What follows belongs to an exercise in optimizing a design on an open flow for small area, a short achievable clock period and few clock cycles per item; a production flow would make more cautious choices. In this exercise RTL edits were held to simulation tests only and were not proved equivalent to the original. Power and IR drop assume default switching activity.

## flow/design.v (module list and top-level ports; edited modules follow where they fit)
// module conv_fa: 10 lines
// module conv_ha: 9 lines
// module conv_ao22: 9 lines
// module conv_aoi22: 9 lines
// module window_conv_engine: 2175 lines
module window_conv_engine #(
   parameter int PIXEL_WIDTH = 8,
   parameter int WINDOW      = 3,
   parameter int COEF_WIDTH  = 8,
   parameter int SHIFT       = 0,
   parameter int OUT_WIDTH   = 8,
   localparam int NTAPS      = WINDOW * WINDOW,
   localparam int AW         = (NTAPS > 1) ? $clog2(NTAPS) : 1
) (
   input  logic                                           clk,
   input  logic                                           rst_n,
   input  logic                                           win_valid,
   input  logic [WINDOW-1:0][WINDOW-1:0][PIXEL_WIDTH-1:0] window,
   output logic                                           win_ready,
   input  logic                                           coef_we,
   input  logic [AW-1:0]                                  coef_addr,
   input  logic [COEF_WIDTH-1:0]                          coef_data,
   output logic                                           out_valid,
   output logic [OUT_WIDTH-1:0]                           out_pixel,
   input  logic                                           out_ready
);
  // ...
==> flow/run.sh <==
#!/bin/bash
# synth_recipe.tcl (not shown) runs the flow's synth.tcl, then flattens the netlist and writes it again
# the make line also repeats each setting of config.mk as NAME=value (left out here)
make -C /OpenROAD-flow-scripts/flow DESIGN_CONFIG=/design/flow/config.mk WORK_HOME=/design/flow/orfs CLKGATE_MAP_FILE= SYNTH_SCRIPT=/design/flow/synth_recipe.tcl finish
==> flow/config.mk <==
export PLATFORM = sky130hd
export DESIGN_NAME = window_conv_engine
export DESIGN_NICKNAME = window_conv_engine
export VERILOG_FILES = /design/flow/design.v
export SDC_FILE = /design/flow/constraint.sdc
export NUM_CORES = 4
export LEC_CHECK = 0
export ABC_AREA = 0
export ABC_CLOCK_PERIOD_IN_PS = 2500
export CAP_MARGIN = 20
export CORE_MARGIN = 2
export CORE_UTILIZATION = 40
export SETUP_SLACK_MARGIN = 3.0
export SLEW_MARGIN = 20
export SYNTH_HIERARCHICAL = 1
export SYNTH_MINIMUM_KEEP_SIZE = 0
==> flow/constraint.sdc <==
create_clock -name core_clock -period 5.5 [get_ports {clk}]
set_input_delay 1.1000 -clock core_clock [delete_from_list [all_inputs] [get_ports {clk}]]
set_output_delay 1.1000 -clock core_clock [all_outputs]
set_load 0.01 [all_outputs]
==> summary.md, run 1 <==
| Metric | Value |
|---|---|
| Worst setup path end | `st1[92]$_DFF_P_` |
| Post-CTS setup buffer count | `12` |
| Crit path max fanout | `4` |
| CP bufs+invs | `1` |
| Max reg flops | `144` |
| M1 wire length | `34.4 mm` |
| Hold Buf Count CTS | `0` |
| Mapped Area | `26,300 um2` |
| Global Route Usage Sum | `23.5%` |
| Global route hottest layer | `met2` |
| CTS tree | `built` |
| Worst vdd ir | `0.241 mV` |
| Fraction of area in multi-input gates | `56.6%` |
| Metal3 WL | `3.77 mm` |
| Final Hold Vio Count | `0` |
| CP Data Required Time | `5980 ps` |
| Buffers outside the clock class | `142` |
| Synthesized net count | `2,609` |
| Outcome | `complete, no violations` |
| RD Place Congestion | `0.948` |
| Non-clock buffering overhead | `4.02%` |
| Clock transition at path regs | `60 ps` |
| Slowest library cell on the worst path | `fa_1` |
| First-pass GRT wire length | `116 mm` |
| Worst Clk Skew | `31.7 ps` |
| Final Max Tran Viols | `0` |
Testbench counts, summed over its fixed seeds: cycles 8,328, items 8,000.
==> run 2, diff against run 1 <==
==> flow/flow/run.sh (new file) <==
#!/bin/bash
# Layout flow: the standard synthesis and layout (standard.sh), unchanged except that the
# port buffers that global placement inserts on every input and output are buf_4 cells
# instead of the delay-type buffer ORFS picks by default.
set -euo pipefail
bash standard.sh synth > synth.log 2>&1
BUFFER_PORTS_ARGS="-buffer_cell sky130_fd_sc_hd__buf_4" bash standard.sh finish > layout.log 2>&1
==> flow/standard.sh (new file) <==
#!/bin/bash
# synth_recipe.tcl (not shown) runs the flow's synth.tcl, then flattens the netlist and writes it again
# the make line also repeats each setting of config.mk as NAME=value (left out here)
make -C /OpenROAD-flow-scripts/flow DESIGN_CONFIG=/design/flow/config.mk WORK_HOME=/design/flow/orfs CLKGATE_MAP_FILE= SYNTH_SCRIPT=/design/flow/synth_recipe.tcl "${@:-finish}"
removed: flow/run.sh
==> summary.md, run 2 <==
| Metric | Value |
|---|---|
| Tcrit/Tclk final | `45.2%` |
| Psw | `2.62 mW` |
| Count of unique library cells instantiated by Yosys | `64` |
| Routed vias | `17,300` |
| CTS tree | `built` |
| Vias in the first global route | `17,800` |
| Commonest non-fill, non-tap cell in the layout | `fa_1` |
| DRC | `0` |
| Final Hold Vio Count | `0 (unchanged)` |
| Final WS setup | `3010 ps` |
| Static Leak | `13.8 nW` |
| CP Class | `reg2reg` |
| Placed cell area | `28,300 um2` |
| Number of synthesized register bits | `432` |
| Hold crit path type | `reg2reg` |
| Synthesized net count | `2,609 (unchanged)` |
| RD Place Congestion | `0.963 (+1.5%)` |
| Fin nets | `2,747` |
| Clock Sinks | `432` |
| WL/cell | `26.1 um` |
| Mapped Area | `26,300 um2 (unchanged)` |
| Hold Buf Count CTS | `0 (unchanged)` |
| Setup violations, final | `0` |
| Die width | `261 um` |
| Fillers | `5,835` |
| Skew-Pair Late Insertion Delay | `610 ps` |
| Hpwl dp | `66.9 mm` |
| Syn Area/Cell | `12.6 um2` |
| Clock share of power | `38.1%` |
| Startpoint types | `flip-flop` |
| Cells after Synth | `2,098` |
| Synth area leaders | `dfxtp_1 28%, fa_1 28%, a22o_1 11%, xnor2_1 7.4%, edfxtp_1 5.5%` |
| Pwr dens | `292 nW/um2` |
| Most frequent cells in the layout | `343 x fa_1, 335 x dfxtp_1, 324 x a22o_1` |
| Max incr delay on CP | `480 ps` |
| Setup TNS Final | `0 ps` |
| FMAX | `0.402 GHz` |
| Worst slew margin | `38.6%` |
| Top cell type's share of synthesized area | `27.5%` |
| Largest net degree at the start of global routing | `62` |
| List of most frequent post-synthesis cells | `362 x dfxtp_1, 362 x fa_1, 324 x a22o_1` |
| Sequential power share | `41.2%` |
| First-pass DRT Iterations | `5` |
| Leading registers by flop count | `st1 (144), coef_q (72), st2 (67)` |
| Post-synth EDFFs | `48` |
| Clock transition at path regs | `60 ps (about the same)` |
| P_int | `6.44 mW` |
| Global Route Usage Sum | `24.2% (+0.61 points)` |
| Layout cells sized above 1 | `18.2%` |
| Top_reg_cell synth | `dfxtp_1` |
| Sequential share of the synthesized area | `35.1%` |
| Bufs on Longest Clock Path | `3` |
| Total CTS buffers | `48` |
| CP Data Required Time | `5980 ps (about the same)` |
| Pre-CTS setup slack | `2090 ps` |
| Final Max Tran Viols | `0 (unchanged)` |
| CTS Root Cell | `clkbuf_16` |
| Initial Util | `40.2%` |
| Min Tclk post-route | `2490 ps` |
| First-pass GRT wire length | `118 mm (+1.7%)` |
| Area growth syn-to-layout | `17.9%` |
| Ys async rst share | `5.09%` |
| CP Capture Type | `flip-flop` |
| Iter 0 DRT Violations | `1,369` |
| Warnings, synthesis | `7` |
| RSZ-0062 raised after global routing | `yes` |
| Most common cell on crit path | `fa_1` |
| Final Util | `47.4%` |
| Slowest library cell on the worst path | `fa_1` |
| Crit path max fanout | `7 (+3)` |
| Post-Place Cells | `2,995` |
| Final wirelength | `81.8 mm` |
| Worst slew pin tran | `916 ps` |
| Core Area | `65,500 um2` |
| Max reg flops | `144 (unchanged)` |
| IO Port Bufs | `98` |
| Drt via density | `5.51` |
| Sw Ratio | `28.9%` |
| I/O pins | `99` |
| Worst vdd ir | `0.293 mV (+22%)` |
| Htree depth | `2` |
| CP arrival | `2960 ps` |
| Max-cap violations | `0` |
| Worst Clk Skew | `27.8 ps (-3.90 ps)` |
| Antenna violations before repair | `3` |
| Overflow after GRT | `0` |
| Chip height | `261 um` |
| Final cell count without fillers | `3,138` |
| Final std cell area, no fill | `31,100 um2` |
| Die ar. | `67,900 um2` |
| Outcome | `complete, no violations` |
| Area leader, netlist | `dfxtp_1` |
| Crit-path cells | `ha_1 > nand2b_4 > xnor2_1 > a22o_1 > fa_1 > fa_1` |
| Rows | `94` |
| Antenna-violating nets left | `0` |
| N_diodes | `0` |
| Comb pwr share | `20.8%` |
| Largest Register | `st1` |
[run 2: cell counts after synthesis]
Identical to the previous run, type by type.
[run 2: final cells by class]
type	count	area (um2)	share of cell area, %
inverters	60	234	0.753
clock inverters	30	423	1.36
clock buffers	58	1270	4.08
repair buffers	153	1170	3.78
flip-flops and latches	432	9320	30.0
well taps	864	1080	3.48
multi-input cells	1541	17600	56.6
[run 2: path summary, 6_finish.rpt]
path,from,endpoint,slack [ps],cells past startpoint
max in group asynchronous,rst_n,win_ready_q$_DFF_PN1_,4670,1
worst max-delay path,coef_q[43]$_SDFFE_PN0P_,st1[47]$_DFF_P_,3010,6
worst min-delay path,stc[0]$_DFF_P_,st2[1]$_DFF_P_,330,0
worst min register to register,stc[0]$_DFF_P_,st2[1]$_DFF_P_,330,0
worst max register to register,coef_q[43]$_SDFFE_PN0P_,st1[47]$_DFF_P_,3010,6
min in group asynchronous,rst_n,bcnt_q[1]$_DFF_PN0_,460,1
[run 2: stage by stage]
step           total power [mW]  hold WS (ps)
6_report                   9.06           325
5_1_grt                    9.51           335
4_1_cts                    9.10           325
3_5_place_dp               5.65           312
3_3_place_gp               5.59           313
2_1_floorplan              5.01           310
[run 2: per-layer routing]
layer / vias to the layer above / wire length, um / global-route usage [%]
li1: 7659 / - / -
met1: 8870 / 34800 / 31.8
met2: 614 / 39600 / 41.2
met3: 137 / 4630 / 3.12
met4: 0 / 2860 / 8.17
met5: - / 0 / 0
[run 2: cells by family after synthesis]
logic type / count (synthesis) / share of synthesized area (%)
buffers and inverters: 133 / 1.92
flip-flops: 432 / 35.1
AND/OR/NAND/NOR: 302 / 5.97
AO/OA/AOI/OAI: 432 / 13.7
multiplexers: 79 / 3.04
adder cells (fa/ha/maj): 422 / 30.4
XOR/XNOR: 298 / 9.91
[run 2: repair_timing]
| item | in CTS | in global routing |
|---|---|---|
| endpoints found under the setup margin | 164 | 78 |
| setup buffers | 4 | 43 |
| pin swaps | 1 | 5 |
| gates cloned | 0 | 8 |
| resized for setup | 115 | 69 |
[run 2: worst max-delay path, delay by kind of cell (launching register included)]
family / cells / cell delay [ps]
adders and majority gates: 3 / 1190
DFF: 1 / 380
AOI/OAI and AO/OA: 1 / 310
xor gates and xnor gates: 1 / 270
and+or+nand+nor: 1 / 200
[run 2: power groups by stage]
| stage | combinational [mW] | sequential (mW) | clock, mW |
|---|---|---|---|
| 5_1_grt | 2.11 | 3.76 | 3.64 |
| 4_1_cts | 1.85 | 3.74 | 3.51 |
| 3_3_place_gp | 1.79 | 3.80 | 0 |
| 6_report | 1.88 | 3.73 | 3.45 |
| 2_1_floorplan | 1.28 | 3.74 | 0 |
| 3_5_place_dp | 1.84 | 3.81 | 0 |
[run 2: modules after synthesis, one instance, submodules excluded]
module              area, um2  cells
conv_ao22                8.76      1
conv_fa                  20.0      1
conv_ha                  12.5      1
window_conv_engine      16200   1406

## static timing again, ports no longer ideal
The results above use ideal ports. As a check the final layouts listed here were re-extracted and re-timed, cells and wires unchanged. Step 1 sets driving cells, clkbuf_16 on the clock port and buf_2 on the other inputs (assumed; they add their load-dependent delay and slew). Step 2 times the ports against the registers' clock, not the clock port: input delays grow and output delays shrink by t, the midpoint of the rising clock arrivals with the driver on. Three values: ideal ports, drivers, drivers and shift; two values: the first two.
run	shift t [ns]	setup WS [ns]	worst setup path at the end	latest minus earliest clock arrival (ns)	cell pins on the clock port's net
run 1	0.663	2.984 / 2.989 / 2.359	input to register	0.033 / 0.033	1
run 2	0.659	3.013 / 3.013 / 2.548	input to register	0.029 / 0.029	1
After both steps every run listed still meets setup and hold. The setup slack of run 1, which loses most, moves by +0.005 ns with the drivers and by -0.625 ns with both steps.
